What follows belongs to an exercise in optimizing a design on an open flow for small area, a short achievable clock period and few clock cycles; a production flow would make more cautious choices.
Function was not checked in any run shown here: the RTL went through the layout flow alone.
Power figures rest on the tool's default switching activity, not on a simulated workload.

--- design.v ---
`default_nettype none
module hkre_xlate (
  input  logic [6:0] code_i,
  output logic [7:0] scan_o
);
  logic [7:0] x;
  always_comb begin
    case (code_i)
      7'h00: x = 8'h00; 7'h01: x = 8'h00; 7'h02: x = 8'h00; 7'h03: x = 8'h00;
      7'h04: x = 8'hC2; 7'h05: x = 8'hD9; 7'h06: x = 8'hCE; 7'h07: x = 8'hCD;
      7'h08: x = 8'hCC; 7'h09: x = 8'hD2; 7'h0A: x = 8'hD8; 7'h0B: x = 8'hDD;
      7'h0C: x = 8'hE6; 7'h0D: x = 8'hE2; 7'h0E: x = 8'hE7; 7'h0F: x = 8'hEC;
      7'h10: x = 8'hE3; 7'h11: x = 8'hDE; 7'h12: x = 8'hEB; 7'h13: x = 8'hF0;
      7'h14: x = 8'hC1; 7'h15: x = 8'hD1; 7'h16: x = 8'hC7; 7'h17: x = 8'hD7;
      7'h18: x = 8'hE1; 7'h19: x = 8'hD3; 7'h1A: x = 8'hC6; 7'h1B: x = 8'hC8;
      7'h1C: x = 8'hDC; 7'h1D: x = 8'hC3; 7'h1E: x = 8'hC0; 7'h1F: x = 8'hC5;
      7'h20: x = 8'hCB; 7'h21: x = 8'hD0; 7'h22: x = 8'hD6; 7'h23: x = 8'hDB;
      7'h24: x = 8'hE0; 7'h25: x = 8'hE5; 7'h26: x = 8'hEA; 7'h27: x = 8'hEF;
      7'h28: x = 8'hBD; 7'h29: x = 8'h71; 7'h2A: x = 8'hBC; 7'h2B: x = 8'hBE;
      7'h2C: x = 8'hD4; 7'h2D: x = 8'hF9; 7'h2E: x = 8'hF5; 7'h2F: x = 8'hFA;
      7'h30: x = 8'hF6; 7'h31: x = 8'hF7; 7'h32: x = 8'hBF; 7'h33: x = 8'hF2;
      7'h34: x = 8'hE8; 7'h35: x = 8'hBF; 7'h36: x = 8'hFB; 7'h37: x = 8'hED;
      7'h38: x = 8'hF3; 7'h39: x = 8'h00; 7'h3A: x = 8'h56; 7'h3B: x = 8'h57;
      7'h3C: x = 8'h58; 7'h3D: x = 8'h59; 7'h3E: x = 8'h5A; 7'h3F: x = 8'h64;
      7'h40: x = 8'h65; 7'h41: x = 8'h66; 7'h42: x = 8'h67; 7'h43: x = 8'h68;
      7'h44: x = 8'h71; 7'h45: x = 8'h72; 7'h46: x = 8'h7C; 7'h47: x = 8'h7D;
      7'h48: x = 8'hB0; 7'h49: x = 8'h8B; 7'h4A: x = 8'h8A; 7'h4B: x = 8'h8E;
      7'h4C: x = 8'h8C; 7'h4D: x = 8'h8D; 7'h4E: x = 8'h8F; 7'h4F: x = 8'hA8;
      7'h50: x = 8'hA7; 7'h51: x = 8'hA9; 7'h52: x = 8'hAA; 7'h53: x = 8'hA1;
      7'h54: x = 8'hA2; 7'h55: x = 8'hA3; 7'h56: x = 8'hA4; 7'h57: x = 8'h9C;
      7'h58: x = 8'h95; 7'h59: x = 8'h96; 7'h5A: x = 8'h97; 7'h5B: x = 8'h98;
      7'h5C: x = 8'h99; 7'h5D: x = 8'h9A; 7'h5E: x = 8'h9B; 7'h5F: x = 8'h9D;
      7'h60: x = 8'h9E; 7'h61: x = 8'h9F; 7'h62: x = 8'h92; 7'h63: x = 8'h94;
      7'h64: x = 8'hF7; 7'h65: x = 8'hB1; 7'h66: x = 8'h00; 7'h67: x = 8'hF5;
      7'h68: x = 8'h73; 7'h69: x = 8'h74; 7'h6A: x = 8'h7C; 7'h6B: x = 8'h7D;
      7'h6C: x = 8'h80; 7'h6D: x = 8'h81; 7'h6E: x = 8'h82; 7'h6F: x = 8'h83;
      7'h70: x = 8'hA1; 7'h71: x = 8'hA2; 7'h72: x = 8'hA3; 7'h73: x = 8'hA4;
      7'h74: x = 8'h7D; 7'h75: x = 8'h7C; 7'h76: x = 8'h74; 7'h77: x = 8'h8D;
      7'h78: x = 8'h00; 7'h79: x = 8'h00; 7'h7A: x = 8'h00; 7'h7B: x = 8'h00;
      7'h7C: x = 8'h00; 7'h7D: x = 8'h00; 7'h7E: x = 8'h8A; default: x = 8'h00;
    endcase
  end
  assign scan_o = x;
endmodule
`default_nettype wire
`default_nettype none
module hid_keyboard_report_to_key_events_core (
  input  logic        clk_i,
  input  logic        rst_ni,
  input  logic        in_valid_i,
  output logic        in_stall_o,
  input  logic [55:0] in_data_i,
  output logic        out_valid_o,
  input  logic        out_stall_i,
  output logic [9:0]  out_data_o
);
  logic [5:0][7:0] pk;       
  logic [5:0][7:0] cur_q;    
  logic [5:0][7:0] held_q;   
  logic            cv_q;     
  logic [1:0]      s_q;      
  logic [5:0]      fp_q;     
  logic [5:0]      fc_q;     
  logic [2:0]      mod_q;    
  logic [1:0]      ph_q;     
  logic [11:0]     km_q;     
  logic [11:0]     low_q;    
  logic            t_v;      
  logic [6:0]      t_key;    
  logic            t_val;    
  logic            t_last;   
  logic            stall_q;
  logic            ov_q;
  logic [9:0]      out_q;
  logic            advance;
  logic            accept;
  logic            step;
  logic            consume;
  logic [2:0]      in_mod;
  logic [5:0]      pz;       
  logic [5:0]      cz;       
  logic [5:0]      e0;       
  logic [5:0]      e1;       
  logic [5:0]      e2;       
  logic [5:0]      fp_n;
  logic [5:0]      fc_n;
  logic [11:0]     km_new;
  logic [11:0]     km_n;
  logic [11:0]     low_n;
  logic [11:0]     seen;     
  logic [5:0]      low_cur;  
  logic [6:0]      sel_key;
  logic [7:0]      t_code;
  logic [1:0]      s_n;
  logic [1:0]      ph_n;
  assign advance = !ov_q || !out_stall_i;
  assign accept  = in_valid_i && !stall_q;
  assign step    = in_valid_i && (s_q != 2'd2);
  assign consume = advance && (km_q != '0) && (t_v ? (ph_q == 2'd0) : (ph_q == 2'd3));
  assign in_mod[0] = |(in_data_i[55:48] & 8'h22);
  assign in_mod[1] = |(in_data_i[55:48] & 8'h11);
  assign in_mod[2] = |(in_data_i[55:48] & 8'h44);
  for (genvar i = 0; i < 6; i++) begin : g_slot
    assign pk[i] = in_data_i[47-8*i -: 8];
    assign pz[i] = pk[i][7] || (pk[i][6:2] == 5'h00) || (pk[i][6:0] == 7'h39) ||
                   (pk[i][6:0] == 7'h66) || ((pk[i][6:3] == 4'hF) && (pk[i][2:0] != 3'h6));
    assign cz[i] = cur_q[i][7] || (cur_q[i][6:2] == 5'h00) || (cur_q[i][6:0] == 7'h39) ||
                   (cur_q[i][6:0] == 7'h66) || ((cur_q[i][6:3] == 4'hF) && (cur_q[i][2:0] != 3'h6));
    assign e0[i] = pk[i] == cur_q[i];
    assign e1[i] = pk[i] == cur_q[(i+1)%6];
    assign e2[i] = pk[i] == cur_q[(i+2)%6];
    assign fp_n[i] = (fp_q[i] && s_q != 2'd0) || e0[i] || e1[i] || e2[i];
    assign fc_n[i] = (fc_q[i] && s_q != 2'd0) || e0[i] || e1[(i+5)%6] || e2[(i+4)%6];
    assign km_new[2*i]   = cv_q && !cz[i] && !fc_q[i];
    assign km_new[2*i+1] = !pz[i] && !(cv_q && fp_q[i]);
  end
  always_comb begin
    for (int m = 0; m < 6; m++) begin
      low_cur[m] = (s_q == 2'd1) ? low_q[2*((m+3)%6)+1] : low_q[2*m+1];
    end
    sel_key = '0;
    for (int i = 0; i < 6; i++) begin
      sel_key = sel_key | ({7{low_q[2*i]}} & held_q[i][6:0])
                        | ({7{low_cur[i]}} & cur_q[i][6:0]);
    end
  end
  assign km_n = consume ? (km_q & ~low_q) : km_q;
  assign seen[0] = 1'b0;
  for (genvar i = 0; i < 12; i++) begin : g_low
    assign low_n[i] = km_n[i] && !seen[i];
    if (i < 11) begin : g_seen
      assign seen[i+1] = seen[i] || km_n[i];
    end
  end
  hkre_xlate u_xlate (.code_i(t_key), .scan_o(t_code));
  assign s_n  = step ? s_q + 2'd1 : s_q;
  assign ph_n = (advance && !t_v && ph_q != 2'd0) ? ph_q + 2'd1 : ph_q;
  always_ff @(posedge clk_i or negedge rst_ni) begin
    if (!rst_ni) begin
      cv_q    <= 1'b0;
      s_q     <= 2'd0;
      stall_q <= 1'b0;
      ph_q    <= 2'd0;
      km_q    <= '0;
      t_v     <= 1'b0;
      ov_q    <= 1'b0;
    end else begin
      if (accept) begin
        cv_q    <= 1'b1;
        s_q     <= 2'd0;
        stall_q <= 1'b1;
        km_q    <= km_new;
        ph_q    <= (advance && !t_v) ? 2'd2 : 2'd1;
      end else begin
        s_q     <= s_n;
        stall_q <= !((ph_n == 2'd0) && (km_n == '0) && (!cv_q || s_n == 2'd2));
        km_q    <= km_n;
        ph_q    <= ph_n;
      end
      if (advance) begin
        ov_q <= (ph_q != 2'd0) || t_v || accept;
        t_v  <= consume;
      end
    end
  end
  always_ff @(posedge clk_i) begin
    if (accept) begin
      cur_q <= pk;
      mod_q <= in_mod;
    end else if (step) begin
      fp_q  <= fp_n;
      fc_q  <= {fc_n[2:0], fc_n[5:3]};
      cur_q <= {cur_q[2:0], cur_q[5:3]};
    end
    if (!stall_q) held_q <= cur_q;
    low_q <= low_n;
    if (consume) begin
      t_key  <= sel_key;
      t_val  <= |(low_q & 12'b1010_1010_1010);
      t_last <= (km_q & ~low_q) == '0;
    end
    if (advance) begin
      if (t_v) begin
        out_q <= {t_code, t_val, t_last};
      end else begin
        case (ph_q)
          2'd1:    out_q <= {8'hAE, mod_q[0], 1'b0};
          2'd2:    out_q <= {8'hAF, mod_q[1], 1'b0};
          2'd3:    out_q <= {8'hB1, mod_q[2], km_q == '0};
          default: out_q <= {8'hAE, in_mod[0], 1'b0};
        endcase
      end
    end
  end
  assign in_stall_o  = stall_q;
  assign out_valid_o = ov_q;
  assign out_data_o  = out_q;
endmodule
`default_nettype wire
--- run.sh ---
#!/bin/bash
# synth_recipe.tcl (not shown) runs the flow's synth.tcl, then flattens the netlist and writes it again
# the make line also repeats each setting of config.mk as NAME=value (left out here)
make -C /OpenROAD-flow-scripts/flow DESIGN_CONFIG=/design/flow/config.mk WORK_HOME=/design/flow/orfs CLKGATE_MAP_FILE= SYNTH_SCRIPT=/design/flow/synth_recipe.tcl finish
--- config.mk ---
export PLATFORM = sky130hd
export DESIGN_NAME = hid_keyboard_report_to_key_events_core
export DESIGN_NICKNAME = hid_keyboard_report_to_key_events_core
export VERILOG_FILES = /design/flow/design.v
export SDC_FILE = /design/flow/constraint.sdc
export NUM_CORES = 4
export LEC_CHECK = 0
export CAP_MARGIN = 20
export CORE_MARGIN = 2
export CORE_UTILIZATION = 40
export SLEW_MARGIN = 20
--- constraint.sdc ---
create_clock -name core_clock -period 5.0 [get_ports {clk_i}]
set_input_delay 1.0000 -clock core_clock [delete_from_list [all_inputs] [get_ports {clk_i}]]
set_output_delay 1.0000 -clock core_clock [all_outputs]
set_load 0.01 [all_outputs]
==> results of run 1 <==
## critical path, stage by stage, from the launching register on
cell       delay (ns)
dfrtp_1          0.40
inv_1            0.11
ha_2             0.60
mux2_4           0.41
a22oi_1          0.23
o211ai_1         0.17
o31a_1           0.29
buf_4            0.21
clkinv_4         0.11
ha_1             0.35
nor2_1           0.13
a2111oi_0        0.54
a31oi_1          0.08
a2bb2oi_1        0.15
o22ai_1          0.26
## worst max-delay path by stage
stage,from,end,cells after the start,slack (ns)
finish,s_q[1]$_DFF_PN0_,t_code[3]$_DFF_P_,14,0.84
global route,s_q[1]$_DFF_PN0_,t_code[3]$_DFF_P_,14,0.66
CTS,s_q[1]$_DFF_PN0_,t_code[3]$_DFF_P_,14,0.62
detailed placement,s_q[1]$_DFF_PN0_,t_code[3]$_DFF_P_,14,0.62
global placement,s_q[1]$_DFF_PN0_,t_code[3]$_DFF_P_,14,0.64
floorplan,out_stall_i,t_code[1]$_DFF_P_,12,1.41
## Yosys cell counts, drive strengths merged, types with 28 or more instances
master  number
edfxtp     124
nand3       37
nor4        48
nand2      209
buf         28
o21ai       90
a21oi       42
nor2        51
clkbuf     118
a22oi       34
xor2       144
inv         47
## sequential cells by signal (all words and copies together) (netlist names)
signal	cells
cur_q	48
held_q	42
km_q	12
low_q	12
out_q	10
t_code	8
t_key	7
fc_q	6
fp_q	6
mod_q	3
ph_q	2
s_q	2
cv_q	1
ov_q	1
stall_q	1
t_last	1
t_v	1
t_val	1
## power breakdown
part	switching, µW	leakage [µW]	internal [µW]	total [µW]
clock network	626	0.000297	737	1360
registers	716	0.00158	2100	2810
logic	2860	0.00279	1750	4620
total	4210	0.00467	4590	8800
## final cells by class
cell class,count,area [µm²]
Clock buffer,20,489.2
Clock inverter,12,127.6
Fill cell,2686,15080
Inverter,48,186.4
Multi-Input combinational cell,898,5764
Sequential cell,164,4624
Tap cell,378,473.0
Timing Repair Buffer,95,885.9
## kinds of logic (layout without fill, tap and decap cells)
logic type | Yosys count | count (layout) | share of synthesized area (%)
and+or+nand+nor | 406 | 406 | 16.78
adders and majority gates | 14 | 14 | 1.566
buffers and inverters | 194 | 175 | 7.149
muxes | 29 | 29 | 3.043
xor gates and xnor gates | 146 | 146 | 11.43
AOI/OAI and AO/OA | 303 | 303 | 18.67
DFF | 164 | 164 | 41.35
## per-layer routing
layer / track usage (%) / wire [µm]
met1: 34.33 / 15860
met2: 41.23 / 16940
met5: 0 / 0
met3: 6.236 / 3535
met4: 9.211 / 1135
## per-stage QoR
stage	setup slack [ns]	std cells
after global placement	0.6405	1583
after detailed placement	0.6183	1583
after floorplan	1.407	1256
after CTS	0.6186	1615
after global routing	0.6640	1615
final	0.8386	1615
==> flow_summary.ini, run 1 <==
[grt]
grt_max_degree = 51
grt_pass1_wl_um = 56460
gr-total-overflow = 0
antenna_found_initial = 0
grt_pass1_vias = 9245
track_usage_pct = 25.87

[critical_path]
critPathLaunchType = register
r2r-start = s_q[1]$_DFF_PN0_
critPathRequiredTime_ns = 5.33
arrival_ns = 4.49
cp_max_fo = 22
ff2ff_path_depth = 14
reg2reg_slack_ns = 0.84
r2r_end = t_code[3]$_DFF_P_
worst-setup-path-type = register to register
end_kind = register

[hold_path]
worstHoldStart = t_code[5]$_DFF_P_
whs_endpoint = out_q[7]$_SDFFCE_PN1N_
hold_depth = 1
hold_class = register to register

[clock_network]
holdBufCountCts = 0
clk_path_buf_depth = 2
clock_sinks = 164
cts_setup_buffers = 0
cts_resized = 0
htreeDepth = 4
clock_latency_ns = 0.44
cts_buffers = 17
cts_tree = built
cts_root_buf = clkbuf_16
clkTransAtPathRegs_ns = 0.07

[sta]
period_share_pct = 83.23
whs_ns = 0.4947
hold_viol = 0
tightest_slew_ns = 1.013
max_freq_mhz = 240.3
relSlewSlack_pct = 32.24
finalSetupViolCount = 0
rsz0062_at_grt = false
drv_slew = 0
tns_ns = 0
clock_skew_ns = 0.01071
timing.final.crit_period_ns = 4.161

[detailed_routing]
vias = 9754
wl_per_cell_um = 23.20
drt_iter0_drc = 1179
ant_nets = 0
wl_um = 37470
drc = 0
dr.pass1.iters = 6
viasPerCell = 6.040

[placed_design]
post_dp_cell_area_mm2 = 0.01193
gp_congestion = 0.9261
port_buffers = 69
hpwlAfterDp_um = 25920

[logic_synthesis]
ys_warn_count = 2
synth_cells = 1256
yosysTopAreaCellShare_pct = 33.30
synth-edff-count = 124
seq_area_frac_synth_pct = 41.35
mappedNetlistNets = 1330
synthFlopType = edfxtp_1
synth.distinct_cells = 80
async_flop_share_pct = 12.20
syn_area_per_cell_um2 = 8.904
syn-cell-area_mm2 = 0.01118
synth_top_area_cell = edfxtp_1
ys_top_cells_by_area = edfxtp_1 33%, xor2_1 11%, nand2_1 7.0%
yosys_register_bits = 164

[layout]
nNetsFinal = 1298
final_common_cell = nand2_1
syn_to_final_growth_pct = 12.23
final_util_pct = 45.43
n_antenna_cell = 0
layout_common_cells = 208 x nand2_1, 144 x xor2_1, 124 x edfxtp_1
stdcell_area_mm2 = 0.01255
layout-drive-gt1-share_pct = 7.842

[floorplanning]
core_mm2 = 0.02763
die_area_mm2 = 0.02931
row_count = 61
die_h_um = 171.2
die-width_um = 171.2
start_util_pct = 40.48
ios = 72

[flow_run]
max-cap-violations = 0

[run_status]
run_status = timing/DRC/antenna clean

[power]
p_leak_uw = 0.004669
powerDensity_mw_per_mm2 = 700.8
totalPowerFinal_uw = 8796
vdd.ir_drop.worst_uv = 347.9
==> run 2, diff against run 1 <==
--- a/config.mk
+++ b/config.mk
@@ -7,2 +7,3 @@
 export LEC_CHECK = 0
+export ABC_CLOCK_PERIOD_IN_PS = 2300
 export CAP_MARGIN = 20
@@ -10,2 +11,3 @@
 export CORE_UTILIZATION = 40
+export SETUP_SLACK_MARGIN = 2.7
 export SLEW_MARGIN = 20
==> run 2 against run 1 <==
Against the previous run: non-clock buffer count rose by 49; critical path depth rose by 2; worst hold slack worse by 0.0038 ns; global-route usage grew 1.6 points; largest power group unchanged; sequential power is essentially flat; die area unchanged; first-iteration DRC count rose by 11%; largest cell class unchanged; clock power hardly changed; clock skew grew 0.0034 ns.
==> flow_summary.ini, run 2 <==
[logic_synthesis]
ys_top_cells_by_area = edfxtp_1 33%, xor2_1 11%, nand2_1 7.0%
synth-edff-count = 124
synth_compound_area_share_pct = 18.67
synthFlopType = edfxtp_1
seq_area_frac_synth_pct = 41.35
synth_simple_gate_area_share_pct = 16.78
yosysMostFrequentCell = nand2_1
yosys_register_bits = 164
synth_mux_area_share_pct = 3.043
synth_top_area_cell = edfxtp_1
synth_cells = 1256
yosys-top-cells-count = 209 x nand2_1, 144 x xor2_1, 124 x edfxtp_1
mappedNetlistNets = 1330
ys_warn_count = 2
yosysTopAreaCellShare_pct = 33.30
synth.distinct_cells = 80
synthAdderAreaFrac_pct = 1.566
synth-xor-area-share_pct = 11.43
syn_area_per_cell_um2 = 8.904
synth_top_family_by_area = compound AO/OA/AOI/OAI gates
async_flop_share_pct = 12.20
syn-cell-area_mm2 = 0.01118

[layout]
n_antenna_cell = 0
regMostFlops = cur_q
layout_common_cells = 203 x nand2_1, 144 x xor2_1, 124 x edfxtp_1
largest_reg_flops = 48
nFillCells = 2629
layout-drive-gt1-share_pct = 16.63
final_util_pct = 48.85
reg_top3 = cur_q x48, held_q x42
final_common_cell = nand2_1
syn_to_final_growth_pct = 20.68
nNetsFinal = 1354

[grt]
grt_pass1_vias = 9430
grt_max_degree = 51
track_usage_pct = 27.46
grt_pass1_wl_um = 59890
antenna_found_initial = 0
gr-total-overflow = 0

[sta]
tightest_slew_ns = 0.9533
max_freq_mhz = 301.7
finalSetupViolCount = 0
timing.final.crit_period_ns = 3.314
hold_viol = 0
period_share_pct = 66.29
tns_ns = 0
clock_skew_ns = 0.01410
whs_ns = 0.4909
layout_setup_ws_ns = 1.686
relSlewSlack_pct = 36.09
rsz0062_at_grt = true
drv_slew = 0

[clock_network]
clock_latency_ns = 0.44
htreeDepth = 4
holdBufCountCts = 0
cts_root_buf = clkbuf_16
cts_tree = built
clock_sinks = 164
clk_path_buf_depth = 2
clkTransAtPathRegs_ns = 0.08
cts_buffers = 17

[power]
combPwrFrac_pct = 58.5
vdd.ir_drop.worst_uv = 396.1
p_seq_share_pct = 28.2
internal-power_uw = 5264
switching_share_pct = 47.55
powerDensity_mw_per_mm2 = 743.6
p_leak_uw = 0.005220
p_clk_share_pct = 13.3
switching_power_uw = 4772

[detailed_routing]
wl_per_cell_um = 23.58
ant_nets = 0
wl_um = 39410
drc = 0
viasPerCell = 6.129
drt_iter0_drc = 1305
vias = 10241
dr.pass1.iters = 6

[floorplanning]
row_count = 61
ios = 72
die-width_um = 171.2
start_util_pct = 40.48
core_mm2 = 0.02763
die_area_mm2 = 0.02931
die_h_um = 171.2

[critical_path]
critPathSlowestCell = dfrtp_1
critPathBufInv = 6
worst-setup-path-type = register to register
cp_cell_sequence = inv_2, ha_4, buf_12, buf_8, mux2_4, a221o_1, o31ai_4, buf_6, buf_6, ha_4, buf_4, nand2_4, a21oi_1, a41oi_1, o32ai_1, mux2_4
critPathRequiredTime_ns = 5.34
crit_family = compound AO/OA/AOI/OAI gates
end_kind = register
critPathLaunchType = register
cp_max_fo = 8
cp_slowest_stage_delay_ns = 0.40
arrival_ns = 3.65
reg2reg_slack_ns = 1.69

[flow_run]
max-cap-violations = 0

[hold_path]
hold_class = register to register

[run_status]
run_status = timing/DRC/antenna clean

[placed_design]
gp_congestion = 0.9200
pre_cts_ws_ns = 0.5774
hpwlAfterDp_um = 26000
port_buffers = 69
-- run 2: changes by cell type in the layout (fill, tap and decap cells not counted), moves of 6 or more --
cell             before  now
buf_12                0    6
buf_4                26   59
buf_6                 0    8
clkdlybuf4s50_1      69   21
dlygate4sd2_1         0   27
dlymetal6s2s_1        0   17
ha_1                 13    6
ha_4                  0    6
o21ai_0              86   78
o21ai_1               4   10
-- run 2: cell families after synthesis --
family | count (synthesis)
muxes | 29
xor gates and xnor gates | 146
adders and majority gates | 14
and+or+nand+nor | 406
DFF | 164
AOI/OAI and AO/OA | 303
buffers and inverters | 194
-- run 2: per-layer routing --
layer,vias up,GRT usage (%),part of all wire [%]
met4,0,9.617,3.3
li1,4562,-,-
met1,4932,38.69,41
met3,94,5.085,11
met2,653,42.30,45
met5,-,0,0
-- run 2: what timing repair did --
| action | 4_1_cts | 5_1_grt |
|---|---|---|
| gates cloned | 7 | 0 |
| hold endpoints to repair | 0 | 0 |
| setup buffers | 48 | 4 |
| endpoints found under the setup margin | 119 | 50 |
| pin swaps | 21 | 10 |
| resized for setup | 107 | 33 |
-- run 2: worst paths after layout --
path,from,endpoint,cells after the start
worst max-delay path,s_q[1]$_DFF_PN0_,t_code[6]$_DFF_P_,16
worst min-delay path,t_code[7]$_DFF_P_,out_q[9]$_SDFFCE_PN1N_,1
worst max register to register,s_q[1]$_DFF_PN0_,t_code[6]$_DFF_P_,16
worst min register to register,t_code[7]$_DFF_P_,out_q[9]$_SDFFCE_PN1N_,1
max in group asynchronous,rst_ni,ov_q$_DFFE_PN0N_,1
min in group asynchronous,rst_ni,s_q[0]$_DFF_PN0_,1
-- run 2: power by group through the flow --
stage	logic (µW)	registers, µW	clock network (µW)
3_3_place_gp	4700	2810	0
2_1_floorplan	3870	2300	0
6_report	5880	2830	1330
5_1_grt	6340	2860	1410
4_1_cts	5650	2790	1350
3_5_place_dp	4710	2820	0
-- run 2: cell type report --
type / instances / area (µm²) / area share, %
sequential: 164 / 4629 / 34.30
timing repair buffer: 144 / 1368 / 10.13
clock buffer: 18 / 439.2 / 3.254
inverter: 48 / 202.7 / 1.502
tap: 378 / 473.0 / 3.505
clock inverter: 14 / 160.2 / 1.187
timing repair inverter: 3 / 17.52 / 0.1298
multi-input combinational: 902 / 6206 / 45.99
-- run 2: metrics by stage --
step | instances | area [µm²] | total power, µW
after floorplan | 1256 | 11390 | 6162
after global placement | 1579 | 12050 | 7515
after detailed placement | 1580 | 12070 | 7533
after CTS | 1667 | 13390 | 9784
after global routing | 1671 | 13500 | 10600
final | 1671 | 13500 | 10040
-- run 2: worst reg2reg max path, cell delays in order, from the launching register on --
cell	delay [ns]
dfrtp_1	0.40
inv_2	0.08
ha_4	0.15
buf_12	0.13
buf_8	0.13
mux2_4	0.29
a221o_1	0.35
o31ai_4	0.28
buf_6	0.16
buf_6	0.12
ha_4	0.23
buf_4	0.15
nand2_4	0.07
a21oi_1	0.07
a41oi_1	0.18
o32ai_1	0.12
mux2_4	0.30

afterwards: timing with drivers on the ports:
The results above use ideal ports. As a check the final layouts listed here were re-extracted and re-timed, cells and wires unchanged. Step 1 sets driving cells, clkbuf_16 on the clock port and buf_2 on the other inputs (assumed; they add their load-dependent delay and slew). Step 2, shift: input delay + t, output delay - t, t = (earliest + latest rising clock arrival at the registers) / 2. This alone moves slack from input paths to output paths. Slacks: no drivers / after step 1 / after step 2; pairs: no drivers / after step 1.
run	t, ns	slack for setup (ns)	slew at the worst register clock pin (ns)	worst slew at a driven data input, ns
run 1	0.479	0.839 / 0.839 / 0.563	0.08 / 0.08	0.05
run 2	0.480	1.686 / 1.686 / 1.433	0.08 / 0.08	0.07
After both steps setup and hold are still met in every run listed. The setup slack of run 1, which loses most, moves by 0.000 ns with the drivers and by -0.276 ns with both steps.
